From an optimization exercise on the open Yosys and OpenROAD flow, aimed at small area, a short achievable clock period and few clock cycles; shortcuts taken in it are not production practice.
No run shown here included a check of the RTL's function; only the layout flow was run.
Power and IR drop assume default switching activity.

==> design/flow/design.v <==
`timescale 1ns / 1ps
`default_nettype none
package dcpa_pkg;
    localparam int MassW      = 16;
    localparam int SumW       = 24;
    localparam int CountW     = 8;
    localparam int TimeW      = 32;
    localparam int MaxSamples = 255;
    localparam int DivRadixBits = 1;
    localparam int DivCycles    = MassW / DivRadixBits;
    localparam int StepW        = $clog2(DivCycles);
    localparam logic [1:0] RegWakeInterval = 2'd0;
    localparam logic [1:0] RegWarmupDelay  = 2'd1;
    localparam logic [1:0] RegReadWindow   = 2'd2;
    localparam logic [TimeW-1:0] WakeIntervalRst = 32'd300000;
    localparam logic [TimeW-1:0] WarmupDelayRst  = 32'd30000;
    localparam logic [TimeW-1:0] ReadWindowRst   = 32'd10000;
endpackage
`default_nettype wire
`timescale 1ns / 1ps
`default_nettype none
module dcpa_lane
(
    input  wire logic                        clk,
    input  wire logic                        rst_n,
    input  wire logic                        accum,
    input  wire logic                        div_step,
    input  wire logic                        div_last,
    input  wire logic [dcpa_pkg::MassW-1:0]  mass,
    input  wire logic [dcpa_pkg::CountW-1:0] divisor,
    output logic      [dcpa_pkg::MassW-1:0]  avg
);
    localparam int MW = dcpa_pkg::MassW;
    localparam int CW = dcpa_pkg::CountW;
    localparam int SW = dcpa_pkg::SumW;
    logic [SW-1:0] sum_reg;
    logic [SW-1:0] div_next;
    logic [MW-1:0] avg_reg;
    always_comb
    begin
        logic [SW-1:0] r;
        logic [CW:0]   sh;
        r = sum_reg;
        for (int i = 0; i < dcpa_pkg::DivRadixBits; i++)
        begin
            sh = {r[SW-1:MW], r[MW-1]};
            if (sh >= {1'b0, divisor})
            begin
                sh = sh - {1'b0, divisor};
                r  = {sh[CW-1:0], r[MW-2:0], 1'b1};
            end
            else
            begin
                r  = {sh[CW-1:0], r[MW-2:0], 1'b0};
            end
        end
        div_next = r;
    end
    always_ff @(posedge clk or negedge rst_n)
    begin
        if (!rst_n)
        begin
            sum_reg <= '0;
            avg_reg <= '0;
        end
        else if (div_step)
        begin
            sum_reg <= div_last ? '0 : div_next;
            if (div_last)
            begin
                avg_reg <= div_next[MW-1:0];
            end
        end
        else if (accum)
        begin
            sum_reg <= sum_reg + SW'(mass);
        end
    end
    assign avg = avg_reg;
endmodule
`default_nettype wire
`timescale 1ns / 1ps
`default_nettype none
module dcpa_ctrl
(
    input  wire logic                        clk,
    input  wire logic                        rst_n,
    input  wire logic                        in_valid,
    output logic                             in_ready,
    input  wire logic [dcpa_pkg::TimeW-1:0]  now_ms,
    input  wire logic                        first_tick,
    input  wire logic                        reading_valid,
    input  wire logic [dcpa_pkg::TimeW-1:0]  wake_interval_ms,
    input  wire logic [dcpa_pkg::TimeW-1:0]  warmup_delay_ms,
    input  wire logic [dcpa_pkg::TimeW-1:0]  read_window_ms,
    input  wire logic                        out_ready,
    output logic                             out_valid,
    output logic                             load,
    output logic                             accum,
    output logic                             div_step,
    output logic                             div_last,
    output logic                             enable,
    output logic                             published,
    output logic      [dcpa_pkg::CountW-1:0] count
);
    localparam int TW = dcpa_pkg::TimeW;
    localparam int CW = dcpa_pkg::CountW;
    logic              t_valid;
    logic [TW-1:0]     t_now;
    logic              t_first;
    logic              t_rv;
    logic [TW-1:0]     wake_time_reg;
    logic              enable_reg;
    logic              done_reg;
    logic              published_reg;
    logic [CW-1:0]     count_reg;
    logic              busy_reg;
    logic [dcpa_pkg::StepW-1:0] step_reg;
    logic              out_valid_reg;
    logic [TW-1:0]     elapsed;
    logic [TW:0]       window_end;
    logic              wake;
    logic              close;
    logic              publish;
    logic              in_window;
    logic              take;
    logic              fire;
    logic              last;
    assign fire     = t_valid && !busy_reg && (!out_valid_reg || out_ready);
    assign in_ready = !t_valid || fire;
    assign load     = in_ready;
    assign elapsed    = t_now - wake_time_reg;
    assign window_end = {1'b0, warmup_delay_ms} + {1'b0, read_window_ms};
    assign wake       = t_first || (elapsed >= wake_interval_ms);
    assign close      = !wake && ({1'b0, elapsed} >= window_end) && !done_reg;
    assign publish    = close && (count_reg != '0);
    assign in_window  = wake ? ((warmup_delay_ms == '0) && (window_end != '0))
                             : ((elapsed >= warmup_delay_ms) && ({1'b0, elapsed} < window_end));
    assign take       = t_rv && in_window && (count_reg != CW'(dcpa_pkg::MaxSamples));
    assign last       = (step_reg == dcpa_pkg::StepW'(dcpa_pkg::DivCycles - 1));
    assign accum    = fire && take;
    assign div_step = busy_reg;
    assign div_last = busy_reg && last;
    always_ff @(posedge clk or negedge rst_n)
    begin
        if (!rst_n)
        begin
            t_valid <= 1'b0;
        end
        else if (in_ready)
        begin
            t_valid <= in_valid;
        end
    end
    always_ff @(posedge clk)
    begin
        if (in_ready)
        begin
            t_now   <= now_ms;
            t_first <= first_tick;
            t_rv    <= reading_valid;
        end
    end
    always_ff @(posedge clk or negedge rst_n)
    begin
        if (!rst_n)
        begin
            wake_time_reg <= '0;
            enable_reg    <= 1'b0;
            done_reg      <= 1'b0;
            published_reg <= 1'b0;
            count_reg     <= '0;
            busy_reg      <= 1'b0;
            step_reg      <= '0;
            out_valid_reg <= 1'b0;
        end
        else
        begin
            if (fire)
            begin
                if (wake)
                begin
                    wake_time_reg <= t_now;
                    enable_reg    <= 1'b1;
                    done_reg      <= 1'b0;
                end
                else if (close)
                begin
                    enable_reg <= 1'b0;
                    done_reg   <= 1'b1;
                end
                published_reg <= publish;
                busy_reg      <= publish;
                out_valid_reg <= !publish;
                if (take)
                begin
                    count_reg <= count_reg + 1'b1;
                end
            end
            else if (busy_reg)
            begin
                step_reg <= step_reg + 1'b1;
                if (last)
                begin
                    busy_reg      <= 1'b0;
                    count_reg     <= '0;
                    out_valid_reg <= 1'b1;
                end
            end
            else if (out_ready)
            begin
                out_valid_reg <= 1'b0;
            end
        end
    end
    assign out_valid = out_valid_reg;
    assign enable    = enable_reg;
    assign published = published_reg;
    assign count     = count_reg;
endmodule
`default_nettype wire
`timescale 1ns / 1ps
`default_nettype none
module duty_cycled_particle_averager
(
    input  wire logic        clk,
    input  wire logic        rst_n,
    input  wire logic        s_tvalid,
    output logic             s_tready,
    input  wire logic [87:0] s_tdata,
    output logic             m_tvalid,
    input  wire logic        m_tready,
    output logic      [63:0] m_tdata,
    input  wire logic        psel,
    input  wire logic        penable,
    input  wire logic        pwrite,
    input  wire logic [3:0]  paddr,
    input  wire logic [31:0] pwdata,
    output logic      [31:0] prdata,
    output logic             pready
);
    localparam int MW = dcpa_pkg::MassW;
    logic [dcpa_pkg::TimeW-1:0] wake_interval_reg;
    logic [dcpa_pkg::TimeW-1:0] warmup_delay_reg;
    logic [dcpa_pkg::TimeW-1:0] read_window_reg;
    logic [31:0]      prdata_reg;
    logic             pready_reg;
    logic             cfg_write;
    logic [1:0]       cfg_sel;
    logic             load;
    logic             accum;
    logic             div_step;
    logic             div_last;
    logic             enable;
    logic             published;
    logic [dcpa_pkg::CountW-1:0] count;
    logic [MW-1:0]    mass_pm1;
    logic [MW-1:0]    mass_pm25;
    logic [MW-1:0]    mass_pm10;
    logic [MW-1:0]    avg_pm1;
    logic [MW-1:0]    avg_pm25;
    logic [MW-1:0]    avg_pm10;
    assign cfg_sel   = paddr[3:2];
    assign cfg_write = psel && penable && pwrite && pready_reg;
    always_ff @(posedge clk or negedge rst_n)
    begin
        if (!rst_n)
        begin
            wake_interval_reg <= dcpa_pkg::WakeIntervalRst;
            warmup_delay_reg  <= dcpa_pkg::WarmupDelayRst;
            read_window_reg   <= dcpa_pkg::ReadWindowRst;
            pready_reg        <= 1'b0;
        end
        else
        begin
            pready_reg <= psel && penable && !pready_reg;
            if (cfg_write)
            begin
                case (cfg_sel)
                    dcpa_pkg::RegWakeInterval: wake_interval_reg <= pwdata;
                    dcpa_pkg::RegWarmupDelay:  warmup_delay_reg  <= pwdata;
                    dcpa_pkg::RegReadWindow:   read_window_reg   <= pwdata;
                    default: ;
                endcase
            end
        end
    end
    always_ff @(posedge clk)
    begin
        case (cfg_sel)
            dcpa_pkg::RegWakeInterval: prdata_reg <= wake_interval_reg;
            dcpa_pkg::RegWarmupDelay:  prdata_reg <= warmup_delay_reg;
            dcpa_pkg::RegReadWindow:   prdata_reg <= read_window_reg;
            default:                   prdata_reg <= '0;
        endcase
    end
    assign prdata = prdata_reg;
    assign pready = pready_reg;
    dcpa_ctrl u_ctrl (
        .clk              (clk),
        .rst_n            (rst_n),
        .in_valid         (s_tvalid),
        .in_ready         (s_tready),
        .now_ms           (s_tdata[31:0]),
        .first_tick       (s_tdata[32]),
        .reading_valid    (s_tdata[33]),
        .wake_interval_ms (wake_interval_reg),
        .warmup_delay_ms  (warmup_delay_reg),
        .read_window_ms   (read_window_reg),
        .out_ready        (m_tready),
        .out_valid        (m_tvalid),
        .load             (load),
        .accum            (accum),
        .div_step         (div_step),
        .div_last         (div_last),
        .enable           (enable),
        .published        (published),
        .count            (count)
    );
    always_ff @(posedge clk)
    begin
        if (load)
        begin
            mass_pm1  <= s_tdata[49:34];
            mass_pm25 <= s_tdata[65:50];
            mass_pm10 <= s_tdata[81:66];
        end
    end
    dcpa_lane u_lane_pm1 (
        .clk      (clk),
        .rst_n    (rst_n),
        .accum    (accum),
        .div_step (div_step),
        .div_last (div_last),
        .mass     (mass_pm1),
        .divisor  (count),
        .avg      (avg_pm1)
    );
    dcpa_lane u_lane_pm25 (
        .clk      (clk),
        .rst_n    (rst_n),
        .accum    (accum),
        .div_step (div_step),
        .div_last (div_last),
        .mass     (mass_pm25),
        .divisor  (count),
        .avg      (avg_pm25)
    );
    dcpa_lane u_lane_pm10 (
        .clk      (clk),
        .rst_n    (rst_n),
        .accum    (accum),
        .div_step (div_step),
        .div_last (div_last),
        .mass     (mass_pm10),
        .divisor  (count),
        .avg      (avg_pm10)
    );
    assign m_tdata = {6'd0, count, avg_pm10, avg_pm25, avg_pm1, published, enable};
endmodule
`default_nettype wire
==> design/flow/run.sh <==
#!/bin/bash
# synth_recipe.tcl (not shown) runs the flow's synth.tcl, then flattens the netlist and writes it again
# the make line also repeats each setting of config.mk as NAME=value (left out here)
make -C /OpenROAD-flow-scripts/flow DESIGN_CONFIG=/design/flow/config.mk WORK_HOME=/design/flow/orfs CLKGATE_MAP_FILE= SYNTH_SCRIPT=/design/flow/synth_recipe.tcl finish
==> design/flow/config.mk <==
export PLATFORM = sky130hd
export DESIGN_NAME = duty_cycled_particle_averager
export DESIGN_NICKNAME = duty_cycled_particle_averager
export VERILOG_FILES = /design/flow/design.v
export SDC_FILE = /design/flow/constraint.sdc
export NUM_CORES = 4
export LEC_CHECK = 0
export CAP_MARGIN = 20
export CORE_MARGIN = 2
export CORE_UTILIZATION = 40
export SLEW_MARGIN = 20
==> design/flow/constraint.sdc <==
create_clock -name core_clock -period 8.0 [get_ports {clk}]
set_input_delay 1.6000 -clock core_clock [delete_from_list [all_inputs] [get_ports {clk}]]
set_output_delay 1.6000 -clock core_clock [all_outputs]
set_load 0.01 [all_outputs]
==> results of run 1 <==
## logic make-up after synthesis
| family | after synthesis | synth area share [%] |
|---|---|---|
| and+or+nand+nor | 785 | 14.84 |
| AOI/OAI and AO/OA | 670 | 17.23 |
| DFF | 381 | 40.11 |
| buffers and inverters | 269 | 4.487 |
| adders and majority gates | 242 | 12.63 |
| muxes | 164 | 7.080 |
| xor gates and xnor gates | 101 | 3.617 |
| other | 1 | 0.01533 |
## power groups by stage
stage               clock, W  combinational [W]  sequential, W
finish               0.00222            0.00760        0.00315
global route         0.00236            0.00851        0.00323
CTS                  0.00228            0.00757        0.00316
detailed placement         0            0.00752        0.00318
global placement           0            0.00732        0.00317
floorplan                  0            0.00531        0.00306
## placed cells by master, fill, tap and decap left out, drive strengths merged, types with 55 or more instances in the layout
cell / synthesis / layout
nand2: 371 / 371
dfrtp: 247 / 247
ha: 234 / 234
o21ai: 228 / 228
clkdlybuf4s50: 0 / 213
inv: 173 / 174
a21oi: 147 / 147
nor2: 132 / 132
mux2i: 92 / 92
edfxtp: 82 / 82
a21o: 77 / 77
mux2: 72 / 72
clkbuf: 74 / 61
xnor2: 60 / 60
nor3: 55 / 55
## worst reg2reg max path: stages, from the launching register on
cell and delay, ps:
edfxtp_1 440, ha_1 290, nor2b_1 120, o21ai_0 200, a21boi_0 190, o21ai_0 370, nand3b_1 170, a211oi_1 410
o21ai_0 280, o211ai_1 310, nand2b_1 100, a21oi_1 200, xnor2_1 270, ha_1 340, nand4_1 150, nor4_1 120
nor3b_1 150, buf_4 140, a2111oi_0 450, o211ai_1 160, o21ai_0 490, a211oi_1 110, o21ai_0 280, a41o_2 740
buf_4 390, mux2i_1 220, o21ai_0 100
## synth_stat cells, types with 16 or more instances
master,count
nand2_1,370
dfrtp_1,247
ha_1,234
o21ai_0,218
inv_1,173
a21oi_1,147
nor2_1,132
mux2i_1,92
edfxtp_1,82
a21o_1,77
clkbuf_1,74
mux2_2,72
xnor2_1,60
nor3_1,53
nand3_1,41
xor2_1,41
nand4_1,38
dfxtp_1,32
and3_1,25
a211oi_1,23
nor2b_1,23
o21a_1,21
dfstp_2,20
a31oi_1,19
o211ai_1,19
nand2b_1,17
nor4_1,16
## area by class of cell
type | count | area share (%)
Clock buffer | 61 | 4.469
Clock inverter | 25 | 1.049
Inverter | 173 | 2.230
Multi-Input combinational cell | 1968 | 46.83
Sequential cell | 381 | 33.70
Tap cell | 782 | 3.361
Timing Repair Buffer | 251 | 8.363
## per-stage QoR
stage | worst slack, ps | cells | area, um2 | power, W | utilization (%)
6_report | 676.3 | 3641 | 29120 | 0.01298 | 48.24
3_5_place_dp | 789.4 | 3555 | 27510 | 0.01070 | 45.58
5_1_grt | 284.5 | 3641 | 29120 | 0.01410 | 48.24
4_1_cts | 770.5 | 3641 | 29120 | 0.01301 | 48.24
2_1_floorplan | 2633 | 2618 | 24480 | 0.008375 | -
3_3_place_gp | 917.1 | 3555 | 27500 | 0.01049 | 45.57
## metal layers
layer	global-route usage [%]	share of wire [%]	vias up
li1	-	-	9799
met1	27.67	44	9771
met2	38.74	49	444
met3	3.469	4.6	108
met4	6.888	2.7	4
met5	0	0.034	-
## worst max path at each step
stage                                   endpoint  slack (ps)  cells past startpoint
after floorplan                         s_tready        2630                      4
after global placement     u_lane_pm1.sum_reg[5]         920                     26
after detailed placement  u_lane_pm1.sum_reg[12]         790                     26
after CTS                 u_lane_pm1.sum_reg[12]         770                     26
after global routing       u_lane_pm1.sum_reg[5]         280                     25
final                     u_lane_pm1.sum_reg[12]         680                     26
==> summary.md, run 1 <==
| Metric | Value |
|---|---|
| Sw power | 0.005778 W |
| Synthesized instance count | ~2,600 |
| Final GP Congestion | ~0.92 |
| Initial antenna violation count | 2 |
| CTS max path bufs | 3 |
| Worst-path maximum fanout | 27 |
| Clock Sinks | 381 |
| Critical Path Sink Type | flip-flop |
| Num CTS Buffers | between 40 and 50 |
| Logic gate share of total power | just under 60% |
| Proportion of netlist area held by the largest area contributor | 25.27% |
| Synth warn | 3 |
| Vias in the first global route | between 20,000 and 25,000 |
| Share of cells above drive strength 1 | between 8 and 9% |
| Syn Std Cell Area | approximately 24,000 um2 |
| Via density | between 5 and 6 |
| Post-route ant nets | 0 |
| Global route overflow | 0 |
| Switch share | around 45% |
| Sequential power share | 24.3% |
| WS Path Type | reg -> reg |
| CP Buf/Inv Count | 2 |
| First-pass GRT wire length | between 100,000 and 150,000 um |
| Clock skew | around 31 ps |
| CP required | approximately 8400 ps |
| Crit path top cell by count | o21ai_0 |
| Ant. Diodes | 0 |
| Worst slew pin tran | just under 1000 ps |
| Postcts setup bufs | 0 |
| Top delay family on crit path | compound AO/OA/AOI/OAI gates |
| DRC Markers | 0 |
| WHS Path Cells | 1 |
| Area Overhead vs Synth | 19.05% |
| Hold path startpoint | pready_reg |
| Std-Cell Core Area | between 60,000 and 70,000 um2 |
| Resize count post-CTS | 0 |
| TritonRoute pass-1 iters | 6 |
| Fin nets | 3,194 |
| DIE WIDTH | ~250 um |
| Die height | 251.3 um |
| WP data arrival | a little under 8000 ps |
| Seq. cell area | around 9800 um2 |
| Worst path max stage delay | between 700 and 800 ps |
| Outcome | timing/DRC/antenna clean |
| Hold_buf cts | 0 |
| Clock Latency Late Sink | 600 ps |
| Vias | 20,126 |
| CP max-delay cell | a41o_2 |
| Pins Over Slew Limit | 0 |
| Netlist cell types | 86 |
| Leakage dissipation | roughly 13 nW |
| I/O pin cnt | between 200 and 250 |
| Post-DP HPWL | roughly 52,000 um |
| CTS tree | built |
| I/O Buffers | approximately 220 |
| Max-Cap Viols | 0 |
| Area of the multi-input gates | between 10,000 and 15,000 um2 |
| Fin crit share | 91.55% |
| Total GRT Usage | between 20 and 25% |
| Die Area | 63,140 um2 |
| HP Class | reg -> reg |
| Final setup violation count | 0 |
| Initial drt markers | approximately 1,100 |
| RSZ-0062 raised after global routing | no |
| WL/cell | between 15 and 20 um |
| Top FF cell, synth | dfrtp_1 |
| Post-synth top area cell | dfrtp_1 |
| Worst Hold End | pready_reg |
| Slew headroom | between 30 and 40% |
| Worst R2R End | u_lane_pm1.sum_reg[12] |
| Largest net degree at the start of global routing | 86 |
| Crit Reg-Reg Startpoint | u_ctrl.t_now[1] |
| Clock share of power | 17.1% |
| Filler instances | around 5,700 |
| Final hold violation count | 0 |
| Final worst path period need | ~7300 ps |
| Number of flops mapped to enable cells by yosys | between 80 and 90 |
| PD cells | between 400 and 500 nW/um2 |
| CTS root buffer | clkbuf_16 |
| WHS | 467.7 ps |
| Yosys reg bits | between 300 and 400 |
| Total Wirelength | ~70,000 um |
| R2R depth | 26 |
| Setup TNS | 0 ps |
| Clock transition at path regs | 60 ps |
| Asr flop ratio synth | between 70% and 80% |
| Site Rows | 90 |
| Peak supply drop | about 0.23 mV |
| Sequential area share after synthesis | 40.11% |
| Ranking of synthesized cells by area | dfrtp_1 25%, ha_1 12%, edfxtp_1 10% |
| Pint | roughly 0.0072 W |
| H-Tree Depth | 2 |
| Initial core utilization | a little over 40% |
| Fmax | ~140 MHz |
| Reg2Reg Setup Slack | 680 ps |
| Critical path startpoint category | flip-flop |
| Syn Area/Cell | roughly 9.4 um2 |
| Worst setup path startpoint | u_ctrl.t_now[1] |
==> run 2: changes to the inputs <==
--- a/design/flow/design.v
+++ b/design/flow/design.v
@@ -96,5 +96,4 @@
     input  wire logic                        out_ready,
     output logic                             out_valid,
-    output logic                             load,
     output logic                             accum,
     output logic                             div_step,
@@ -102,5 +101,6 @@
     output logic                             enable,
     output logic                             published,
-    output logic      [dcpa_pkg::CountW-1:0] count
+    output logic      [dcpa_pkg::CountW-1:0] count,
+    output logic      [dcpa_pkg::CountW-1:0] divisor
 );
     localparam int TW = dcpa_pkg::TimeW;
@@ -113,9 +113,12 @@
     logic              enable_reg;
     logic              done_reg;
-    logic              published_reg;
     logic [CW-1:0]     count_reg;
     logic              busy_reg;
     logic [dcpa_pkg::StepW-1:0] step_reg;
+    logic              pend_reg;
     logic              out_valid_reg;
+    logic [CW-1:0]     out_count_reg;
+    logic              out_pub_reg;
+    logic              out_enable_reg;
     logic [TW-1:0]     elapsed;
     logic [TW:0]       window_end;
@@ -127,7 +130,12 @@
     logic              fire;
     logic              last;
-    assign fire     = t_valid && !busy_reg && (!out_valid_reg || out_ready);
-    assign in_ready = !t_valid || fire;
-    assign load     = in_ready;
+    logic              taken;
+    logic              out_free;
+    logic              enable_next;
+    logic [CW-1:0]     count_next;
+    assign fire     = t_valid && !busy_reg && !pend_reg;
+    assign in_ready = !t_valid || (!busy_reg && !pend_reg);
+    assign taken    = out_valid_reg && out_ready;
+    assign out_free = !out_valid_reg || out_ready;
     assign elapsed    = t_now - wake_time_reg;
     assign window_end = {1'b0, warmup_delay_ms} + {1'b0, read_window_ms};
@@ -139,7 +147,9 @@
     assign take       = t_rv && in_window && (count_reg != CW'(dcpa_pkg::MaxSamples));
     assign last       = (step_reg == dcpa_pkg::StepW'(dcpa_pkg::DivCycles - 1));
+    assign enable_next = wake || (enable_reg && !close);
+    assign count_next  = count_reg + CW'(take);
     assign accum    = fire && take;
-    assign div_step = busy_reg;
-    assign div_last = busy_reg && last;
+    assign div_step = busy_reg && (!last || out_free);
+    assign div_last = last;
     always_ff @(posedge clk or negedge rst_n)
     begin
@@ -166,15 +176,22 @@
         if (!rst_n)
         begin
-            wake_time_reg <= '0;
-            enable_reg    <= 1'b0;
-            done_reg      <= 1'b0;
-            published_reg <= 1'b0;
-            count_reg     <= '0;
-            busy_reg      <= 1'b0;
-            step_reg      <= '0;
-            out_valid_reg <= 1'b0;
+            wake_time_reg  <= '0;
+            enable_reg     <= 1'b0;
+            done_reg       <= 1'b0;
+            count_reg      <= '0;
+            busy_reg       <= 1'b0;
+            step_reg       <= '0;
+            pend_reg       <= 1'b0;
+            out_valid_reg  <= 1'b0;
+            out_count_reg  <= '0;
+            out_pub_reg    <= 1'b0;
+            out_enable_reg <= 1'b0;
         end
         else
         begin
+            if (taken)
+            begin
+                out_valid_reg <= 1'b0;
+            end
             if (fire)
             begin
@@ -182,40 +199,52 @@
                 begin
                     wake_time_reg <= t_now;
-                    enable_reg    <= 1'b1;
-                    done_reg      <= 1'b0;
-                end
-                else if (close)
-                begin
-                    enable_reg <= 1'b0;
-                    done_reg   <= 1'b1;
                 end
-                published_reg <= publish;
-                busy_reg      <= publish;
-                out_valid_reg <= !publish;
-                if (take)
+                enable_reg <= enable_next;
+                done_reg   <= !wake && (done_reg || close);
+                count_reg  <= count_next;
+                busy_reg   <= publish;
+                if (!publish)
                 begin
-                    count_reg <= count_reg + 1'b1;
+                    if (out_free)
+                    begin
+                        out_valid_reg  <= 1'b1;
+                        out_count_reg  <= count_next;
+                        out_pub_reg    <= 1'b0;
+                        out_enable_reg <= enable_next;
+                    end
+                    else
+                    begin
+                        pend_reg <= 1'b1;
+                    end
                 end
             end
-            else if (busy_reg)
+            if (pend_reg && out_ready)
+            begin
+                pend_reg       <= 1'b0;
+                out_valid_reg  <= 1'b1;
+                out_count_reg  <= count_reg;
+                out_pub_reg    <= 1'b0;
+                out_enable_reg <= enable_reg;
+            end
+            if (div_step)
             begin
                 step_reg <= step_reg + 1'b1;
                 if (last)
                 begin
-                    busy_reg      <= 1'b0;
-                    count_reg     <= '0;
-                    out_valid_reg <= 1'b1;
+                    busy_reg       <= 1'b0;
+                    count_reg      <= '0;
+                    out_valid_reg  <= 1'b1;
+                    out_count_reg  <= '0;
+                    out_pub_reg    <= 1'b1;
+                    out_enable_reg <= enable_reg;
                 end
             end
-            else if (out_ready)
-            begin
-                out_valid_reg <= 1'b0;
-            end
         end
     end
     assign out_valid = out_valid_reg;
-    assign enable    = enable_reg;
-    assign published = published_reg;
-    assign count     = count_reg;
+    assign enable    = out_enable_reg;
+    assign published = out_pub_reg;
+    assign count     = out_count_reg;
+    assign divisor   = count_reg;
 endmodule
 `default_nettype wire
@@ -246,7 +275,5 @@
     logic [31:0]      prdata_reg;
     logic             pready_reg;
-    logic             cfg_write;
-    logic [1:0]       cfg_sel;
-    logic             load;
+    logic [2:0]       wsel_reg;
     logic             accum;
     logic             div_step;
@@ -255,4 +282,5 @@
     logic             published;
     logic [dcpa_pkg::CountW-1:0] count;
+    logic [dcpa_pkg::CountW-1:0] divisor;
     logic [MW-1:0]    mass_pm1;
     logic [MW-1:0]    mass_pm25;
@@ -261,6 +289,4 @@
     logic [MW-1:0]    avg_pm25;
     logic [MW-1:0]    avg_pm10;
-    assign cfg_sel   = paddr[3:2];
-    assign cfg_write = psel && penable && pwrite && pready_reg;
     always_ff @(posedge clk or negedge rst_n)
     begin
@@ -271,22 +297,36 @@
             read_window_reg   <= dcpa_pkg::ReadWindowRst;
             pready_reg        <= 1'b0;
+            wsel_reg          <= '0;
         end
         else
         begin
             pready_reg <= psel && penable && !pready_reg;
-            if (cfg_write)
+            wsel_reg   <= '0;
+            if (psel && penable && pwrite && !pready_reg)
             begin
-                case (cfg_sel)
-                    dcpa_pkg::RegWakeInterval: wake_interval_reg <= pwdata;
-                    dcpa_pkg::RegWarmupDelay:  warmup_delay_reg  <= pwdata;
-                    dcpa_pkg::RegReadWindow:   read_window_reg   <= pwdata;
+                case (paddr[3:2])
+                    dcpa_pkg::RegWakeInterval: wsel_reg <= 3'b001;
+                    dcpa_pkg::RegWarmupDelay:  wsel_reg <= 3'b010;
+                    dcpa_pkg::RegReadWindow:   wsel_reg <= 3'b100;
                     default: ;
                 endcase
             end
+            if (wsel_reg[0])
+            begin
+                wake_interval_reg <= pwdata;
+            end
+            if (wsel_reg[1])
+            begin
+                warmup_delay_reg <= pwdata;
+            end
+            if (wsel_reg[2])
+            begin
+                read_window_reg <= pwdata;
+            end
         end
     end
     always_ff @(posedge clk)
     begin
-        case (cfg_sel)
+        case (paddr[3:2])
             dcpa_pkg::RegWakeInterval: prdata_reg <= wake_interval_reg;
             dcpa_pkg::RegWarmupDelay:  prdata_reg <= warmup_delay_reg;
@@ -310,5 +350,4 @@
         .out_ready        (m_tready),
         .out_valid        (m_tvalid),
-        .load             (load),
         .accum            (accum),
         .div_step         (div_step),
@@ -316,9 +355,10 @@
         .enable           (enable),
         .published        (published),
-        .count            (count)
+        .count            (count),
+        .divisor          (divisor)
     );
     always_ff @(posedge clk)
     begin
-        if (load)
+        if (s_tready)
         begin
             mass_pm1  <= s_tdata[49:34];
@@ -334,5 +374,5 @@
         .div_last (div_last),
         .mass     (mass_pm1),
-        .divisor  (count),
+        .divisor  (divisor),
         .avg      (avg_pm1)
     );
@@ -344,5 +384,5 @@
         .div_last (div_last),
         .mass     (mass_pm25),
-        .divisor  (count),
+        .divisor  (divisor),
         .avg      (avg_pm25)
     );
@@ -354,5 +394,5 @@
         .div_last (div_last),
         .mass     (mass_pm10),
-        .divisor  (count),
+        .divisor  (divisor),
         .avg      (avg_pm10)
     );
--- a/design/flow/config.mk
+++ b/design/flow/config.mk
@@ -6,6 +6,8 @@
 export NUM_CORES = 4
 export LEC_CHECK = 0
+export ABC_CLOCK_PERIOD_IN_PS = 3500
 export CAP_MARGIN = 20
 export CORE_MARGIN = 2
-export CORE_UTILIZATION = 40
+export CORE_UTILIZATION = 60
+export SETUP_SLACK_MARGIN = 4.0
 export SLEW_MARGIN = 20
==> summary.md, run 2 <==
| Metric | Value |
|---|---|
| Clock Sinks | between 300 and 400 |
| Critical path startpoint category | flip-flop |
| CTS tree | built |
| RSZ-0062 raised after global routing | yes |
| Num CTS Buffers | 43 |
| Met1 GRT Util | between 40% and 50% |
| Syn Std Cell Area | about 24,000 um2 |
| Fin crit share | 82.01% |
| Share of cells above drive strength 1 | 14.85% |
| Post-synth top area cell | dfrtp_1 |
| Syn Area/Cell | 9.356 um2 |
| WS Path Type | reg -> reg |
| CTS max path bufs | 3 |
| PD cells | around 500 nW/um2 |
| Initial drt markers | approximately 1,800 |
| DIE WIDTH | roughly 210 um |
| R2R depth | 31 |
| Proportion of netlist area held by the largest area contributor | a little over a quarter |
| HP Class | reg -> reg |
| Top cells by count, synth | 324 x nand2_1, 260 x dfrtp_1, 248 x o21ai_0 |
| Crit Reg-Reg Startpoint | u_ctrl.t_now[0] |
| Worst path max stage delay | around 450 ps |
| First-pass GRT wire length | between 100,000 and 150,000 um |
| Pint | about 0.008 W |
| Die Area | about 42,000 um2 |
| Hold_buf cts | 0 |
| Initial core utilization | about three fifths |
| Ranking of synthesized cells by area | dfrtp_1 27%, ha_1 12%, edfxtp_1 10% |
| Initial antenna violation count | 5 |
| CTS root buffer | clkbuf_16 |
| TritonRoute pass-1 iters | 5 |
| Worst-path maximum fanout | 8 |
| Worst slack, placed | 916.4 ps |
| Via density | 6.232 |
| Worst R2R End | u_lane_pm1.sum_reg[19] |
| Total Wirelength | roughly 73,000 um |
| Peak supply drop | roughly 0.33 mV |
| Asr flop ratio synth | just over 70% |
| Final Worst Setup Slack | roughly 1400 ps |
| Crit path top cell by count | o21a_1 |
| CP endpoint | u_lane_pm1.sum_reg[19] |
| CP max-delay cell | a211oi_4 |
| Reg2Reg Setup Slack | ~1400 ps |
| Final worst path period need | 6561 ps |
| Std-Cell Core Area | 39,910 um2 |
| I/O Buffers | 215 |
| Critical Path Sink Type | flip-flop |
| Vias in the first global route | approximately 21,000 |
| Global route overflow | 0 |
| Worst setup path startpoint | u_ctrl.t_now[0] |
| Area Overhead vs Synth | 25.74% |
| Worst slew pin tran | between 1000 and 1500 ps |
| Post-DP HPWL | between 40,000 and 50,000 um |
| Clock Latency Late Sink | roughly 600 ps |
| Vias | ~21,000 |
| WHS | roughly 460 ps |
| Busiest grt layer | met2 |
| Dpl cell area | ~27,000 um2 |
| Area of all placed cells without fillers | roughly 31,000 um2 |
| Clock share of power | approximately 14% |
| Fmax | ~150 MHz |
| Largest net degree at the start of global routing | 150 |
| Slew headroom | between 10% and 20% |
| Leakage dissipation | ~13 nW |
| Met2 Usage GRT | about 52% |
| Fin cells | roughly 3,400 |
| Most common cell after layout, fill and taps aside | nand2_1 |
| Setup TNS | 0 ps |
| Synth warn | 3 |
| Switch share | about 46% |
| Sequential area share after synthesis | about two fifths |
| Sw power | a little under 0.007 W |
| Placed cells | about 3,300 |
| Final setup violation count | 0 |
| Number of flops mapped to enable cells by yosys | 82 |
| CP required | about 8500 ps |
| Top FF cell, synth | dfrtp_1 |
| Final hold violation count | 0 |
| Clock skew | 31.08 ps |
| Clock transition at path regs | 60 ps |
| Site Rows | 73 |
| Max-Cap Viols | 0 |
| Synthesized instance count | 2,600 |
| Pins Over Slew Limit | 0 |
| Die height | 205.3 um |
| Outcome | timing/DRC/antenna clean |
| WP data arrival | approximately 7000 ps |
| Fin nets | 3,232 |
| I/O pin cnt | 230 |
| Most frequent cells in the layout | 317 x nand2_1, 259 x dfrtp_1, 225 x ha_1, 213 x clkdlybuf4s50_1, 208 x o21ai_0 |
| Total GRT Usage | ~33% |
| Final GP Congestion | 0.9368 |
| Met3 Resource Use GR | 5.607% |
| Netlist cell types | slightly below 90 |
| Yosys reg bits | a little under 400 |
| Sequential power share | 21.2% |
| Post-route ant nets | 0 |
| DRC Markers | 0 |
| Most frequent cell after synthesis | nand2_1 |
| Filler instances | about 2,700 |
| Logic gate share of total power | 64.6% |
| H-Tree Depth | 2 |
| WL/cell | 21.44 um |
## run 2: changes by cell type after synthesis, sizes merged, moves of 13 or more
| cell | previous run | this run |
|---|---|---|
| buf | 22 | 35 |
| mux2 | 72 | 43 |
| dfrtp | 247 | 260 |
| inv | 173 | 193 |
| a221oi | 8 | 42 |
| a21o | 77 | 63 |
| nor3 | 55 | 36 |
| mux2i | 92 | 47 |
| xnor2 | 60 | 75 |
| a21oi | 147 | 175 |
| o21ai | 228 | 255 |
| nand2 | 371 | 324 |
## run 2: worst min-delay path by stage
| stage | slack [ps] | endpoint | depth (start not counted) | from |
|---|---|---|---|---|
| after CTS | 460 | pready_reg | 1 | pready_reg |
| after global routing | 490 | pready_reg | 1 | pready_reg |
| after global placement | 440 | pready_reg | 1 | pready_reg |
| after detailed placement | 450 | pready_reg | 1 | pready_reg |
| after floorplan | 450 | u_ctrl.step_reg[3] | 1 | u_ctrl.step_reg[3] |
| final | 460 | pready_reg | 1 | pready_reg |
## run 2: cell type report
cell class / instances / area, um2 / share of cell area (%)
multi-input combinational: 1908 / 14110 / 46.13
sequential: 394 / 10140 / 33.14
timing repair buffer: 316 / 3317 / 10.84
clock buffer: 61 / 1254 / 4.099
inverter: 194 / 754.5 / 2.467
tap: 525 / 656.9 / 2.148
clock inverter: 19 / 261.5 / 0.8549
timing repair inverter: 4 / 92.59 / 0.3027
antenna: 2 / 5.005 / 0.01636
## run 2: logic make-up (layout without fill, tap and decap cells)
logic type / count (synthesis) / in the layout / share of synthesized area, %
AO/OA/AOI/OAI: 750 / 753 / 19.51
XOR/XNOR: 109 / 109 / 3.925
adder cells (fa/ha/maj): 241 / 241 / 12.63
buffers and inverters: 307 / 594 / 5.015
flip-flops: 394 / 394 / 41.66
multiplexers: 90 / 90 / 3.925
other: 1 / 8 / 0.01542
AND/OR/NAND/NOR: 708 / 709 / 13.31
## run 2: repair_timing
action                     in CTS  in global routing
gates cloned                    7                 13
resized for setup              79                142
pin swaps                      47                 56
setup buffers                  44                 23
setup endpoints to repair     128                128
## run 2: power groups by stage
stage	Clock, W	Combinational [W]	Sequential, W
floorplan	0	0.00584	0.00303
global placement	0	0.00753	0.00314
detailed placement	0	0.00781	0.00317
CTS	0.00215	0.00874	0.00314
global route	0.00224	0.0106	0.00325
finish	0.00213	0.00971	0.00319
## run 2: critical path: cells and delay by family, from the launching register on
kind | cells | cell delay [ps]
AOI/OAI and AO/OA | 16 | 3370
and+or+nand+nor | 4 | 970
buffers and inverters | 7 | 940
adders and majority gates | 3 | 640
DFF | 1 | 370
xor gates and xnor gates | 1 | 110
## run 2: through the flow
step                      util, %  total power [W]
after floorplan                 -         0.008872
after global placement      67.69          0.01067
after detailed placement    67.69          0.01098
after CTS                   73.66          0.01403
after global routing        76.62          0.01611
final                       76.63          0.01503
## run 2: metal layers
layer | wire [um] | share of wire, % | vias to the layer above
met3 | 5839 | 8.0 | 141
met5 | 41 | 0.056 | -
met4 | 1870 | 2.5 | 6
met1 | 32520 | 44 | 10468
li1 | - | - | 9877
met2 | 33120 | 45 | 841
==> run 3: changes to the inputs <==
--- a/design/flow/config.mk
+++ b/design/flow/config.mk
@@ -10,4 +10,3 @@
 export CORE_MARGIN = 2
 export CORE_UTILIZATION = 60
-export SETUP_SLACK_MARGIN = 4.0
 export SLEW_MARGIN = 20
==> summary.md, run 3 <==
| Metric | Value |
|---|---|
| Outcome | timing/DRC/antenna clean |
| First-pass GRT wire length | 109,100 um |
| Ranking of synthesized cells by area | dfrtp_1 27%, ha_1 12%, edfxtp_1 10% |
| Clock skew | 16.67 ps |
| Site Rows | between 70 and 80 |
| Initial core utilization | between 60% and 70% |
| Worst Hold End | pready_reg |
| Total GRT Usage | about a third |
| Crit Reg-Reg Startpoint | u_ctrl.t_now[0] |
| Final hold violation count | 0 |
| Top FF cell, synth | dfrtp_1 |
| Post-route ant nets | 0 |
| Asr flop ratio synth | 71.07% |
| WS Path Type | reg -> reg |
| Final GP Congestion | between 0.9 and 1 |
| Clock Sinks | approximately 390 |
| WHS Path Cells | 1 |
| CP required | about 8500 ps |
| DRC Markers | 0 |
| Slew headroom | approximately 34% |
| Critical path startpoint category | flip-flop |
| CTS root buffer | clkbuf_16 |
| Setup TNS | 0 ps |
| Syn Std Cell Area | about 24,000 um2 |
| Area Overhead vs Synth | 16.61% |
| Reg2Reg Setup Slack | approximately 550 ps |
| Crit path top cell by count | o21a_1 |
| CTS tree | built |
| I/O pin cnt | between 200 and 250 |
| Total Wirelength | about 69,000 um |
| Fin nets | 3,146 |
| Proportion of netlist area held by the largest area contributor | 26.75% |
| Most common cell after layout, fill and taps aside | nand2_1 |
| Synthesized instance count | 2,600 |
| Vias | around 20,000 |
| Final worst path period need | approximately 7400 ps |
| Netlist cell types | 89 |
| Hold_buf cts | 0 |
| Clock transition at path regs | 60 ps |
| DIE WIDTH | between 200 and 250 um |
| Fmax | 134.2 MHz |
| Most frequent cell after synthesis | nand2_1 |
| CP max-delay cell | a2111oi_0 |
| Number of flops mapped to enable cells by yosys | 82 |
| R2R depth | 30 |
| Max-Cap Viols | 0 |
| Vias in the first global route | ~20,000 |
| Die height | 205.3 um |
| Peak supply drop | 0.2776 mV |
| Filler instances | 2,996 |
| Die Area | 42,170 um2 |
| Num CTS Buffers | 43 |
| Final core occ | about 70% |
| Clock Latency Late Sink | approximately 580 ps |
| I/O Buffers | 215 |
| PD cells | 467.0 nW/um2 |
| Via density | about 6.1 |
| Synth warn | 3 |
| WL/cell | between 20 and 25 um |
| Worst R2R End | u_ctrl.count_reg[7] |
| TritonRoute pass-1 iters | 5 |
| Post-synth top area cell | dfrtp_1 |
| H-Tree Depth | 2 |
| Top cells by count, synth | 324 x nand2_1, 260 x dfrtp_1, 248 x o21ai_0 |
| Yosys reg bits | between 300 and 400 |
| Area of all placed cells without fillers | ~28,000 um2 |
| HP Class | reg -> reg |
| Sequential area share after synthesis | between 40% and 50% |
| Largest net degree at the start of global routing | 166 |
| CTS max path bufs | 3 |
| Final setup violation count | 0 |
| Share of cells above drive strength 1 | 6.975% |
| Worst-path maximum fanout | 6 |
| Fin crit share | 93.12% |
| Pins Over Slew Limit | 0 |
| Syn Area/Cell | between 9 and 10 um2 |
| Initial antenna violation count | 1 |
| Leakage dissipation | 12.54 nW |
| Worst path max stage delay | 660 ps |
| WP data arrival | approximately 8000 ps |
| Initial drt markers | approximately 1,800 |
| Std-Cell Core Area | about 40,000 um2 |
| RSZ-0062 raised after global routing | no |
| Post-DP HPWL | approximately 50,000 um |
| Global route overflow | 0 |
| Critical Path Sink Type | flip-flop |
| Most frequent cells in the layout | 324 x nand2_1, 259 x dfrtp_1, 246 x o21ai_0, 232 x ha_1, 213 x clkdlybuf4s50_1 |
| Dpl cell area | roughly 27,000 um2 |
| Hold path startpoint | pready_reg |
| Worst slew pin tran | around 990 ps |
| Worst setup path startpoint | u_ctrl.t_now[0] |
run 3: cell counts after synthesis:
No cell type changed its count.
run 3: layout make-up:
cell class                 count  area [um2]  area share [%]
clock inverter                19       254.0          0.8955
timing repair buffer         238        2350           8.284
antenna                        1       2.502        0.008822
clock buffer                  61        1184           4.173
multi-input combinational   1904       13050           46.02
inverter                     194       728.2           2.567
tap                          525       656.9           2.316
sequential                   394       10140           35.73
run 3: logic make-up after synthesis:
family | Yosys count | share of synthesized area, %
fa+ha+maj | 241 | 12.63
simple gates | 708 | 13.31
compound gates | 750 | 19.51
buf+inv | 307 | 5.015
mux | 90 | 3.925
other cells | 1 | 0.01542
flops | 394 | 41.66
xor+xnor | 109 | 3.925
run 3: per-stage QoR:
stage                     std cells  setup slack [ps]  hold WS [ps]  power, W
after floorplan                2605              1780         444.9  0.008675
after global routing           3336             41.96         465.5   0.01432
final                          3336             550.7         441.6   0.01325
after CTS                      3334             523.0         442.3   0.01306
after global placement         3254             696.4         433.6   0.01062
after detailed placement       3254             598.6         435.2   0.01094
run 3: worst max-delay path: cells and delay by family (launching register included):
kind,cells,cell delay [ps]
buffers and inverters,3,310
XOR/XNOR,2,470
AND/OR/NAND/NOR,7,1440
adder cells (fa/ha/maj),4,1160
flip-flops,1,370
AO/OA/AOI/OAI,14,3560
run 3: report_power, final:
part / internal (W) / switching (W)
combinational: 0.00321 / 0.00484
clock: 0.00120 / 0.000840
sequential: 0.00269 / 0.000465
total: 0.00710 / 0.00614
run 3: worst max path at each step:
stage | endpoint | slack [ps] | depth (start not counted)
4_1_cts | u_ctrl.out_count_reg[7] | 520 | 29
6_report | u_ctrl.count_reg[7] | 550 | 30
5_1_grt | u_ctrl.count_reg[7] | 40 | 32
2_1_floorplan | u_ctrl.out_count_reg[7] | 1780 | 29
3_5_place_dp | u_ctrl.out_count_reg[7] | 600 | 29
3_3_place_gp | u_ctrl.count_reg[7] | 700 | 32
run 3: routing by layer:
metal / share of wire [%] / GRT usage (%) / vias to the layer above
li1: - / - / 9694
met3: 7.9 / 6.272 / 81
met2: 42 / 47.67 / 787
met1: 48 / 51.59 / 9946
met5: 0 / 0 / -
met4: 2.0 / 8.222 / 0
run 3: timing repair:
action / in CTS / in global routing
endpoints found under the setup margin: 0 / 4
resized for setup: 0 / 2
setup buffers: 0 / 1
==> run 4: changes to the inputs <==
--- a/design/flow/design.v
+++ b/design/flow/design.v
@@ -110,4 +110,6 @@
     logic              t_first;
     logic              t_rv;
+    logic [TW-1:0]     t_elapsed;
+    logic              stale_reg;
     logic [TW-1:0]     wake_time_reg;
     logic              enable_reg;
@@ -121,6 +123,10 @@
     logic              out_pub_reg;
     logic              out_enable_reg;
-    logic [TW-1:0]     elapsed;
-    logic [TW:0]       window_end;
+    logic [TW-1:0]     elapsed_src;
+    logic [TW-1:0]     elapsed_new;
+    logic [TW+1:0]     end_diff;
+    logic              ge_window_end;
+    logic              warmup_zero;
+    logic              window_zero;
     logic              wake;
     logic              close;
@@ -134,15 +140,20 @@
     logic              enable_next;
     logic [CW-1:0]     count_next;
-    assign fire     = t_valid && !busy_reg && !pend_reg;
-    assign in_ready = !t_valid || (!busy_reg && !pend_reg);
+    assign fire     = t_valid && !busy_reg && !pend_reg && !stale_reg;
+    assign in_ready = !t_valid || (!busy_reg && !pend_reg && !stale_reg);
     assign taken    = out_valid_reg && out_ready;
     assign out_free = !out_valid_reg || out_ready;
-    assign elapsed    = t_now - wake_time_reg;
-    assign window_end = {1'b0, warmup_delay_ms} + {1'b0, read_window_ms};
-    assign wake       = t_first || (elapsed >= wake_interval_ms);
-    assign close      = !wake && ({1'b0, elapsed} >= window_end) && !done_reg;
+    assign elapsed_src = stale_reg ? t_now : now_ms;
+    assign elapsed_new = elapsed_src - wake_time_reg;
+    assign end_diff      = {2'b0, t_elapsed} + {2'b0, ~warmup_delay_ms} + {2'b0, ~read_window_ms}
+                           + (TW+2)'(2);
+    assign ge_window_end = end_diff[TW+1];
+    assign warmup_zero   = (warmup_delay_ms == '0);
+    assign window_zero   = (read_window_ms == '0);
+    assign wake       = t_first || (t_elapsed >= wake_interval_ms);
+    assign close      = !wake && ge_window_end && !done_reg;
     assign publish    = close && (count_reg != '0);
-    assign in_window  = wake ? ((warmup_delay_ms == '0) && (window_end != '0))
-                             : ((elapsed >= warmup_delay_ms) && ({1'b0, elapsed} < window_end));
+    assign in_window  = wake ? (warmup_zero && !window_zero)
+                             : ((t_elapsed >= warmup_delay_ms) && !ge_window_end);
     assign take       = t_rv && in_window && (count_reg != CW'(dcpa_pkg::MaxSamples));
     assign last       = (step_reg == dcpa_pkg::StepW'(dcpa_pkg::DivCycles - 1));
@@ -171,4 +182,8 @@
             t_rv    <= reading_valid;
         end
+        if (in_ready || stale_reg)
+        begin
+            t_elapsed <= elapsed_new;
+        end
     end
     always_ff @(posedge clk or negedge rst_n)
@@ -183,4 +198,5 @@
             step_reg       <= '0;
             pend_reg       <= 1'b0;
+            stale_reg      <= 1'b0;
             out_valid_reg  <= 1'b0;
             out_count_reg  <= '0;
@@ -194,4 +210,5 @@
                 out_valid_reg <= 1'b0;
             end
+            stale_reg <= fire && wake && in_valid;
             if (fire)
             begin
--- a/design/flow/config.mk
+++ b/design/flow/config.mk
@@ -6,5 +6,4 @@
 export NUM_CORES = 4
 export LEC_CHECK = 0
-export ABC_CLOCK_PERIOD_IN_PS = 3500
 export CAP_MARGIN = 20
 export CORE_MARGIN = 2
==> summary.md, run 4 <==
| Metric | Value |
|---|---|
| Leakage dissipation | 13.14 nW |
| Worst path max stage delay | between 500 and 600 ps |
| RSZ-0062 raised after global routing | no |
| Proportion of netlist area held by the largest area contributor | 25.35% |
| PD cells | between 400 and 500 nW/um2 |
| TritonRoute pass-1 iters | 6 |
| Sw power | between 0.005 and 0.006 W |
| Syn Area/Cell | between 9 and 10 um2 |
| Setup TNS | 0 ps |
| Worst slew pin tran | ~1000 ps |
| Fin crit share | 90.96% |
| WS Path Type | reg -> reg |
| Logic gate share of total power | around 56% |
| Dpl cell area | approximately 28,000 um2 |
| Clock Latency Late Sink | ~590 ps |
| Worst-path maximum fanout | 7 |
| Syn Std Cell Area | around 26,000 um2 |
| Resize count post-CTS | 0 |
| Site Rows | 75 |
| Critical Path Sink Type | flip-flop |
| Fmax | about 140 MHz |
| Fin nets | between 3,000 and 4,000 |
| Number of flops mapped to enable cells by yosys | ~110 |
| Worst slack, placed | around 900 ps |
| Area of all placed cells without fillers | between 20,000 and 30,000 um2 |
| Top FF cell, synth | dfrtp_1 |
| CTS tree | built |
| H-Tree Depth | 2 |
| WHS | 442.9 ps |
| Pint | between 0.007 and 0.008 W |
| Most common cell after layout, fill and taps aside | nand2_1 |
| Total Wirelength | 70,370 um |
| Die height | approximately 210 um |
| Final worst path period need | slightly above 7000 ps |
| Synthesized instance count | approximately 2,700 |
| Clock Sinks | 427 |
| Clock share of power | between 10% and 20% |
| Initial antenna violation count | 3 |
| Via density | 6.091 |
| Post-synth top area cell | dfrtp_1 |
| CTS root buffer | clkbuf_16 |
| Global route overflow | 0 |
| Hold_buf cts | 0 |
| Clock skew | around 24 ps |
| Top delay family on crit path | compound AO/OA/AOI/OAI gates |
| Std-Cell Core Area | ~42,000 um2 |
| Final setup violation count | 0 |
| Slew headroom | between 30% and 40% |
| I/O Buffers | ~220 |
| WL/cell | 20.32 um |
| Final Worst Setup Slack | 723.0 ps |
| Yosys reg bits | 427 |
| Synth warn | 3 |
| CTS max path bufs | 3 |
| Top cells by count, synth | 377 x nand2_1, 261 x dfrtp_1, 244 x o21ai_0 |
| Final GP Congestion | between 0.9 and 1 |
| Initial drt markers | about 1,900 |
| Post-DP HPWL | between 50,000 and 60,000 um |
| Asr flop ratio synth | about 66% |
| Netlist cell types | 91 |
| Peak supply drop | approximately 0.29 mV |
| Pins Over Slew Limit | 0 |
| Most frequent cells in the layout | 377 x nand2_1, 261 x dfrtp_1, 244 x o21ai_0, 234 x ha_1, 213 x clkdlybuf4s50_1 |
| Num CTS Buffers | 46 |
| WP data arrival | 7700 ps |
| Area Overhead vs Synth | 16.11% |
| Total GRT Usage | about a third |
| Ranking of synthesized cells by area | dfrtp_1 25%, edfxtp_1 13%, ha_1 11% |
| Clock transition at path regs | approximately 60 ps |
| Die Area | between 40,000 and 50,000 um2 |
| Sequential area share after synthesis | between 40 and 50% |
| First-pass GRT wire length | 112,500 um |
| Outcome | timing/DRC/antenna clean |
| CP max-delay cell | o21ai_1 |
| Critical path startpoint category | flip-flop |
| CP Buf/Inv Count | 4 |
| Most frequent cell after synthesis | nand2_1 |
| DRC Markers | 0 |
| DIE WIDTH | about 210 um |
| CP required | around 8400 ps |
| Switch share | 42.83% |
| Placed cells | ~3,400 |
| Postcts setup bufs | 0 |
| Fin cells | between 3,000 and 4,000 |
| Share of cells above drive strength 1 | about 7.7% |
| Largest net degree at the start of global routing | 80 |
| Crit path top cell by count | ha_1 |
| I/O pin cnt | 230 |
| Vias in the first global route | around 20,000 |
| Vias | around 21,000 |
| Final hold violation count | 0 |
| HP Class | reg -> reg |
| Max-Cap Viols | 0 |
| Initial core utilization | just over 60% |
| Sequential power share | 28.1% |
| Post-route ant nets | 0 |
run 4: changes by cell type in the layout (fill, tap and decap cells not counted), sizes merged, moves of 12 or more:
| cell | before | now |
|---|---|---|
| mux2 | 43 | 65 |
| edfxtp | 82 | 114 |
| nand2 | 324 | 378 |
| a221oi | 42 | 8 |
| o211ai | 15 | 3 |
| nand3 | 48 | 30 |
| nand2b | 14 | 28 |
| nor2 | 137 | 149 |
| a22oi | 3 | 16 |
run 4: final timing paths:
kind                            cells past startpoint                       to  slack [ps]           startpoint
worst max-delay path                               31  u_ctrl.out_count_reg[7]         720  warmup_delay_reg[0]
worst min-delay path                                1               pready_reg         440           pready_reg
worst max register to register                     31  u_ctrl.out_count_reg[7]         720  warmup_delay_reg[0]
worst min register to register                      1               pready_reg         440           pready_reg
max in group asynchronous                           2    u_lane_pm1.avg_reg[2]        5750                rst_n
min in group asynchronous                           1               pready_reg         940                rst_n
run 4: metal layers:
| layer | wire length, um | vias to the layer above | track usage [%] |
|---|---|---|---|
| met1 | 33210 | 10271 | 47.82 |
| met5 | 16 | - | 0 |
| li1 | - | 10021 | - |
| met3 | 4798 | 101 | 4.936 |
| met4 | 1500 | 2 | 8.766 |
| met2 | 30840 | 698 | 48.21 |
run 4: area by class of cell:
| class | count | area [um2] |
|---|---|---|
| clock buffers | 65 | 1304 |
| diodes | 1 | 2.502 |
| flip-flops and latches | 427 | 11120 |
| fillers | 3166 | 12220 |
| repair buffers | 238 | 2345 |
| well taps | 539 | 674.4 |
| multi-input cells | 1981 | 13540 |
| inverters | 192 | 720.7 |
| clock inverters | 20 | 209.0 |
run 4: power groups by stage:
stage	Combinational, W	Clock (W)	Sequential, W
6_report	0.00748	0.00216	0.00376
2_1_floorplan	0.00554	0	0.00356
4_1_cts	0.00741	0.00219	0.00374
3_5_place_dp	0.00731	0	0.00377
3_3_place_gp	0.00709	0	0.00374
5_1_grt	0.00839	0.00227	0.00383
run 4: stage by stage:
stage                     util (%)  total power, W
after floorplan                  -        0.009096
after global placement       67.39         0.01082
after detailed placement     67.39         0.01108
after CTS                    70.98         0.01334
after global routing         71.01         0.01450
final                        71.01         0.01340
run 4: cells by family (layout without fill, tap and decap cells):
| logic type | Yosys count | in the layout | share of synthesized area (%) |
|---|---|---|---|
| AND/OR/NAND/NOR | 783 | 783 | 13.85 |
| other | 1 | 7 | 0.01455 |
| AO/OA/AOI/OAI | 727 | 727 | 17.91 |
| adder cells (fa/ha/maj) | 242 | 242 | 11.98 |
| multiplexers | 117 | 117 | 4.860 |
| buffers and inverters | 298 | 515 | 4.627 |
| XOR/XNOR | 106 | 106 | 3.603 |
| flip-flops | 427 | 427 | 43.16 |
==> run 5: changes to the inputs <==
--- a/design/flow/config.mk
+++ b/design/flow/config.mk
@@ -9,3 +9,4 @@
 export CORE_MARGIN = 2
 export CORE_UTILIZATION = 60
+export SETUP_SLACK_MARGIN = 4.5
 export SLEW_MARGIN = 20
==> summary.md, run 5 <==
| Metric | Value |
|---|---|
| Clock Latency Late Sink | approximately 600 ps |
| Synth Area in Simple Gates | 13.85% |
| Clock transition at path regs | ~60 ps |
| Most frequent cell after synthesis | nand2_1 |
| Area Overhead vs Synth | 30.11% |
| Die Area | roughly 45,000 um2 |
| CTS tree | built |
| Vias | 23,029 |
| Dpl cell area | slightly below 30,000 um2 |
| CP required | between 8000 and 9000 ps |
| Multiplexer area fraction after synthesis | under 10% |
| Leakage dissipation | around 15 nW |
| Total GRT Usage | a little over a third |
| Post-synthesis compound-gate area fraction | around 18% |
| I/O pin cnt | 230 |
| Top FF cell, synth | dfrtp_1 |
| Area of all placed cells without fillers | 33,530 um2 |
| Outcome | timing/DRC/antenna clean |
| Fin nets | around 3,400 |
| CTS max path bufs | 3 |
| Setup TNS | 0 ps |
| Worst path max stage delay | just under 600 ps |
| CTS root buffer | clkbuf_16 |
| Max-Cap Viols | 0 |
| Initial antenna violation count | 4 |
| Top cells by count, synth | 377 x nand2_1, 261 x dfrtp_1, 244 x o21ai_0 |
| Num CTS Buffers | 47 |
| Filler instances | between 2,000 and 3,000 |
| Final worst path period need | between 6000 and 7000 ps |
| Critical path startpoint category | flip-flop |
| WP data arrival | approximately 6500 ps |
| WL/cell | 22.52 um |
| Critical Path Sink Type | flip-flop |
| Reg2Reg Setup Slack | between 1500 and 2000 ps |
| Post-DP HPWL | between 50,000 and 60,000 um |
| Worst slew pin tran | approximately 990 ps |
| Final setup violation count | 0 |
| Proportion of netlist area held by the largest area contributor | 25.35% |
| Initial drt markers | approximately 2,500 |
| Pins Over Slew Limit | 0 |
| Std-Cell Core Area | 42,130 um2 |
| Crit path top cell by count | ha_4 |
| HP Class | reg -> reg |
| Number of flops mapped to enable cells by yosys | around 110 |
| Fmax | 166.6 MHz |
| WS Path Type | reg -> reg |
| PnR Total Power | roughly 0.016 W |
| Netlist cell types | 91 |
| Final hold violation count | 0 |
| Post-synth top area cell | dfrtp_1 |
| Sequential area share after synthesis | a little over two fifths |
| Yosys reg bits | between 400 and 500 |
| Peak supply drop | about 0.32 mV |
| Synth Area in XOR/XNOR | 3.603% |
| Initial core utilization | ~60% |
| Largest net degree at the start of global routing | 134 |
| H-Tree Depth | 2 |
| Global route overflow | 0 |
| Share of cells above drive strength 1 | just over 20% |
| Syn Std Cell Area | 25,770 um2 |
| DRC Markers | 0 |
| Via density | 6.330 |
| Clock Sinks | 427 |
| RSZ-0062 raised after global routing | yes |
| DIE WIDTH | approximately 210 um |
| Adder-cell share of the synthesized area | about an eighth |
| First-pass GRT wire length | approximately 120,000 um |
| Synthesized instance count | roughly 2,700 |
| TritonRoute pass-1 iters | 6 |
| Synth warn | 3 |
| Die height | about 210 um |
| Most frequent cells in the layout | 372 x nand2_1, 260 x dfrtp_1, 223 x o21ai_0, 197 x ha_1, 194 x clkdlybuf4s50_1 |
| Worst-path maximum fanout | 5 |
| Slew headroom | roughly a third |
| Site Rows | between 70 and 80 |
| Ranking of synthesized cells by area | dfrtp_1 25%, edfxtp_1 13%, ha_1 11% |
| I/O Buffers | 215 |
| CP max-delay cell | or4_4 |
| PD cells | around 480 nW/um2 |
| Largest family of logic cells by synthesized area | compound AO/OA/AOI/OAI gates |
| Total Wirelength | just over 80,000 um |
| Clock skew | 20.15 ps |
| Fin crit share | 75.02% |
| Post-route ant nets | 0 |
| Most common cell after layout, fill and taps aside | nand2_1 |
| Asr flop ratio synth | approximately two thirds |
| Vias in the first global route | about 22,000 |
| Syn Area/Cell | 9.540 um2 |
| Final GP Congestion | approximately 0.95 |
run 5: cell counts after synthesis:
No cell type changed its count.
run 5: final timing paths:
path	from	endpoint	depth (start not counted)
min reg2reg	pready_reg	pready_reg	1
max	u_ctrl.t_elapsed[0]	u_ctrl.out_count_reg[4]	28
min in group asynchronous	rst_n	read_window_reg[1]	1
max reg2reg	u_ctrl.t_elapsed[0]	u_ctrl.out_count_reg[4]	28
min	pready_reg	pready_reg	1
max in group asynchronous	rst_n	u_ctrl.wake_time_reg[13]	2
run 5: metal layers:
metal	GRT usage, %	part of all wire (%)	vias to the layer above
li1	-	-	10439
met1	49.51	42	11220
met2	54.12	45	1141
met3	6.735	8.9	223
met4	9.641	3.3	6
met5	0	0.041	-
run 5: timing repair:
action / CTS / global route
buffers inserted: 96 / 63
hold buffers: 0 / 0
setup endpoints to repair: 192 / 158
gates cloned: 15 / 2
pin swaps: 113 / 115
gates resized for setup: 222 / 155
run 5: area by class of cell:
class | count | area [um2] | area share [%]
timing repair buffer | 402 | 4033 | 12.03
sequential | 427 | 11120 | 33.17
tap | 539 | 674.4 | 2.011
antenna | 2 | 5.005 | 0.01493
clock inverter | 21 | 294.0 | 0.8770
multi-input combinational | 1990 | 15380 | 45.89
inverter | 192 | 720.7 | 2.150
clock buffer | 65 | 1294 | 3.859
run 5: cell families (layout without fill, tap and decap cells):
kind of cell | count (synthesis) | in the layout
other | 1 | 8
AND/OR/NAND/NOR | 783 | 791
multiplexers | 117 | 117
XOR/XNOR | 106 | 106
buffers and inverters | 298 | 680
flip-flops | 427 | 427
adder cells (fa/ha/maj) | 242 | 242
AO/OA/AOI/OAI | 727 | 728
run 5: through the flow:
step	setup WS (ps)	hold slack [ps]	utilization, %	instances
2_1_floorplan	2614	446.3	-	2706
3_3_place_gp	1479	422.3	68.37	3374
3_5_place_dp	1417	425.9	68.37	3374
4_1_cts	2103	433.7	76.78	3571
5_1_grt	1717	446.4	79.56	3636
6_report	1999	430.8	79.57	3638
run 5: report_power, final:
part           internal (W)  switching [W]
Sequential          0.00316       0.000705
Combinational       0.00454        0.00531
Clock               0.00135       0.000912
run 5: worst max-delay path: cells and delay by family, from the launching register on:
kind,cells,cell delay [ps]
flops,1,510
fa+ha+maj,6,1440
xor+xnor,1,180
compound gates,9,1860
simple gates,8,1460
buf+inv,4,440
==> run 6: changes to the inputs <==
--- a/design/flow/design.v
+++ b/design/flow/design.v
@@ -125,6 +125,7 @@
     logic [TW-1:0]     elapsed_src;
     logic [TW-1:0]     elapsed_new;
-    logic [TW+1:0]     end_diff;
+    logic [TW:0]       window_end_reg;
     logic              ge_window_end;
+    logic [CW-1:0]     count_inc;
     logic              warmup_zero;
     logic              window_zero;
@@ -140,13 +141,20 @@
     logic              enable_next;
     logic [CW-1:0]     count_next;
+    logic              ready_reg;
+    logic              t_valid_next;
+    logic              stale_next;
+    logic              busy_next;
+    logic              pend_next;
     assign fire     = t_valid && !busy_reg && !pend_reg && !stale_reg;
-    assign in_ready = !t_valid || (!busy_reg && !pend_reg && !stale_reg);
+    assign in_ready = ready_reg;
     assign taken    = out_valid_reg && out_ready;
     assign out_free = !out_valid_reg || out_ready;
     assign elapsed_src = stale_reg ? t_now : now_ms;
     assign elapsed_new = elapsed_src - wake_time_reg;
-    assign end_diff      = {2'b0, t_elapsed} + {2'b0, ~warmup_delay_ms} + {2'b0, ~read_window_ms}
-                           + (TW+2)'(2);
-    assign ge_window_end = end_diff[TW+1];
+    always_ff @(posedge clk)
+    begin
+        window_end_reg <= {1'b0, warmup_delay_ms} + {1'b0, read_window_ms};
+    end
+    assign ge_window_end = ({1'b0, t_elapsed} >= window_end_reg);
     assign warmup_zero   = (warmup_delay_ms == '0);
     assign window_zero   = (read_window_ms == '0);
@@ -159,17 +167,24 @@
     assign last       = (step_reg == dcpa_pkg::StepW'(dcpa_pkg::DivCycles - 1));
     assign enable_next = wake || (enable_reg && !close);
-    assign count_next  = count_reg + CW'(take);
+    assign count_inc   = count_reg + 1'b1;
+    assign count_next  = take ? count_inc : count_reg;
     assign accum    = fire && take;
     assign div_step = busy_reg && (!last || out_free);
     assign div_last = last;
+    assign t_valid_next = in_ready ? in_valid : t_valid;
+    assign stale_next   = fire && wake && in_valid;
+    assign busy_next    = fire ? publish : (busy_reg && !(div_step && last));
+    assign pend_next    = (fire && !publish && !out_free) || (pend_reg && !out_ready);
     always_ff @(posedge clk or negedge rst_n)
     begin
         if (!rst_n)
         begin
-            t_valid <= 1'b0;
+            t_valid   <= 1'b0;
+            ready_reg <= 1'b1;
         end
-        else if (in_ready)
+        else
         begin
-            t_valid <= in_valid;
+            t_valid   <= t_valid_next;
+            ready_reg <= !t_valid_next || (!busy_next && !pend_next && !stale_next);
         end
     end
@@ -210,5 +225,5 @@
                 out_valid_reg <= 1'b0;
             end
-            stale_reg <= fire && wake && in_valid;
+            stale_reg <= stale_next;
             if (fire)
             begin
--- a/design/flow/config.mk
+++ b/design/flow/config.mk
@@ -9,4 +9,4 @@
 export CORE_MARGIN = 2
 export CORE_UTILIZATION = 60
-export SETUP_SLACK_MARGIN = 4.5
+export SETUP_SLACK_MARGIN = 4.8
 export SLEW_MARGIN = 20
==> summary.md, run 6 <==
| Metric | Value |
|---|---|
| Via density | about 6.3 |
| CTS tree | built |
| TritonRoute pass-1 iters | 6 |
| Fin nets | ~3,500 |
| Clock Latency Late Sink | slightly above 600 ps |
| Post-DP HPWL | between 50,000 and 60,000 um |
| Worst-path maximum fanout | 3 |
| Max-Cap Viols | 0 |
| Critical Path Sink Type | flip-flop |
| Final setup violation count | 0 |
| Asr flop ratio synth | 61.17% |
| Largest net degree at the start of global routing | about 160 |
| Total GRT Usage | approximately a third |
| Vias in the first global route | ~23,000 |
| CTS max path bufs | 3 |
| Met1 GRT Util | 48.36% |
| WP data arrival | ~4100 ps |
| Yosys reg bits | 461 |
| Critical path startpoint category | primary input |
| Most common cell after layout, fill and taps aside | nand2_1 |
| DRC Markers | 0 |
| Hold path startpoint | pready_reg |
| Fmax | about 260 MHz |
| R2R depth | 13 |
| Slew headroom | between 30 and 40% |
| WS Path Type | in -> reg |
| Initial antenna violation count | 4 |
| Top cells by count, synth | 369 x nand2_1, 261 x dfrtp_1, 234 x ha_1 |
| Filler instances | 2,916 |
| Num CTS Buffers | slightly below 50 |
| PD cells | between 400 and 500 nW/um2 |
| Synthesized instance count | roughly 2,800 |
| Site Rows | between 70 and 80 |
| Fin cells | 3,746 |
| Met2 Usage GRT | between 50% and 60% |
| Worst setup path startpoint | s_tdata[7] |
| Vias | 23,527 |
| First-pass GRT wire length | 123,700 um |
| Proportion of netlist area held by the largest area contributor | roughly a quarter |
| CTS root buffer | clkbuf_16 |
| H-Tree Depth | 2 |
| Crit Reg-Reg Startpoint | u_ctrl.stale_reg |
| Final worst path period need | roughly 3800 ps |
| Most frequent cell after synthesis | nand2_1 |
| Peak supply drop | 0.2851 mV |
| Clock skew | roughly 32 ps |
| Syn Std Cell Area | between 20,000 and 30,000 um2 |
| Global route overflow | 0 |
| Post-route ant nets | 0 |
| Clock transition at path regs | approximately 60 ps |
| Fin crit share | a little under half |
| WL/cell | between 20 and 25 um |
| Top FF cell, synth | dfrtp_1 |
| Outcome | timing/DRC/antenna clean |
| Placed cells | around 3,500 |
| Synth warn | 3 |
| Die height | approximately 210 um |
| Final GP Congestion | between 0.9 and 1 |
| Leakage dissipation | ~15 nW |
| Netlist cell types | 82 |
| Ranking of synthesized cells by area | dfrtp_1 25%, edfxtp_1 13%, ha_1 11% |
| Busiest grt layer | met2 |
| Initial drt markers | about 2,500 |
| Post-synth top area cell | dfrtp_1 |
| Clock Sinks | 461 |
| Met3 Resource Use GR | 5.305% |
| I/O Buffers | 215 |
| DIE WIDTH | 214.4 um |
| Die Area | approximately 46,000 um2 |
| Std-Cell Core Area | approximately 44,000 um2 |
| RSZ-0062 raised after global routing | yes |
[run 6: cell types whose count changed after synthesis, sizes merged, moves of 8 or more]
cell / change
a211oi: +12
a21oi: +31
a22oi: +8
dfxtp: +33
inv: -10
nand2: -9
nand3: +27
nor2: +43
nor2b: -8
o2111ai: -8
o211ai: +9
o21ai: -19
xnor2: -9
[run 6: per-stage QoR]
stage	util, %	setup slack (ps)	power [W]	area [um2]
floorplan	-	4008	0.008261	26740
global placement	66.86	3235	0.009674	29370
detailed placement	66.86	3186	0.009922	29370
CTS	74.13	4309	0.01311	32570
global route	78.01	4100	0.01528	34270
finish	78.01	4210	0.01443	34270
[run 6: what timing repair did]
item	4_1_cts	5_1_grt
pin swaps	101	88
hold buffers	0	0
resized for setup	228	282
buffers inserted	70	45
gates cloned	7	13
setup endpoints to repair	156	123
[run 6: final timing paths]
check                                         to  slack (ps)
setup / recovery            u_ctrl.t_elapsed[30]        4210
hold / removal                        pready_reg         450
setup reg to reg            u_ctrl.t_elapsed[30]        4350
hold reg to reg                       pready_reg         450
max in group asynchronous  wake_interval_reg[26]        5690
min in group asynchronous   warmup_delay_reg[11]         940
[run 6: cell type report]
| type | instances | area (um2) | area share (%) |
|---|---|---|---|
| diodes | 2 | 5.005 | 0.01460 |
| multi-input cells | 2051 | 15650 | 45.67 |
| repair buffers | 367 | 3775 | 11.01 |
| clock buffers | 74 | 1423 | 4.151 |
| flip-flops and latches | 461 | 11820 | 34.47 |
| inverters | 182 | 690.7 | 2.015 |
| clock inverters | 17 | 171.4 | 0.5002 |
| well taps | 592 | 740.7 | 2.161 |
[run 6: critical path, cell delays in order]
cell and delay [ps]:
buf_6 90, mux2_4 270, ha_4 160, or4_4 540, o22a_4 240, a2111oi_4 360, nor2_2 90, a211oi_2 290
o41ai_2 120, a21oi_1 250, xnor2_1 100
[run 6: power by group]
part	switching (W)	internal [W]
Clock	0.000979	0.00133
Sequential	0.000734	0.00326
Combinational	0.00448	0.00364
Total	0.00620	0.00823
[run 6: cell families after synthesis]
group | after synthesis | synth area share [%]
AND/OR/NAND/NOR | 837 | 14.14
AO/OA/AOI/OAI | 756 | 17.79
flip-flops | 461 | 44.44
buffers and inverters | 285 | 4.261
adder cells (fa/ha/maj) | 242 | 11.62
multiplexers | 114 | 4.615
XOR/XNOR | 95 | 3.131
other | 1 | 0.01411
[run 6: layer usage]
layer  up-vias  routed length [um]
met2      1121               38020
li1      10632                   -
met5         -                  13
met3       257                7051
met1     11515               35610
met4         2                3213

Setup slack of run 6, layout unchanged: 4.210 ns with ideal ports, 4.241 ns with driving cells assumed (clock clkbuf_16, inputs buf_2), 3.590 ns with port delays also shifted by the 0.651 ns mid clock arrival.
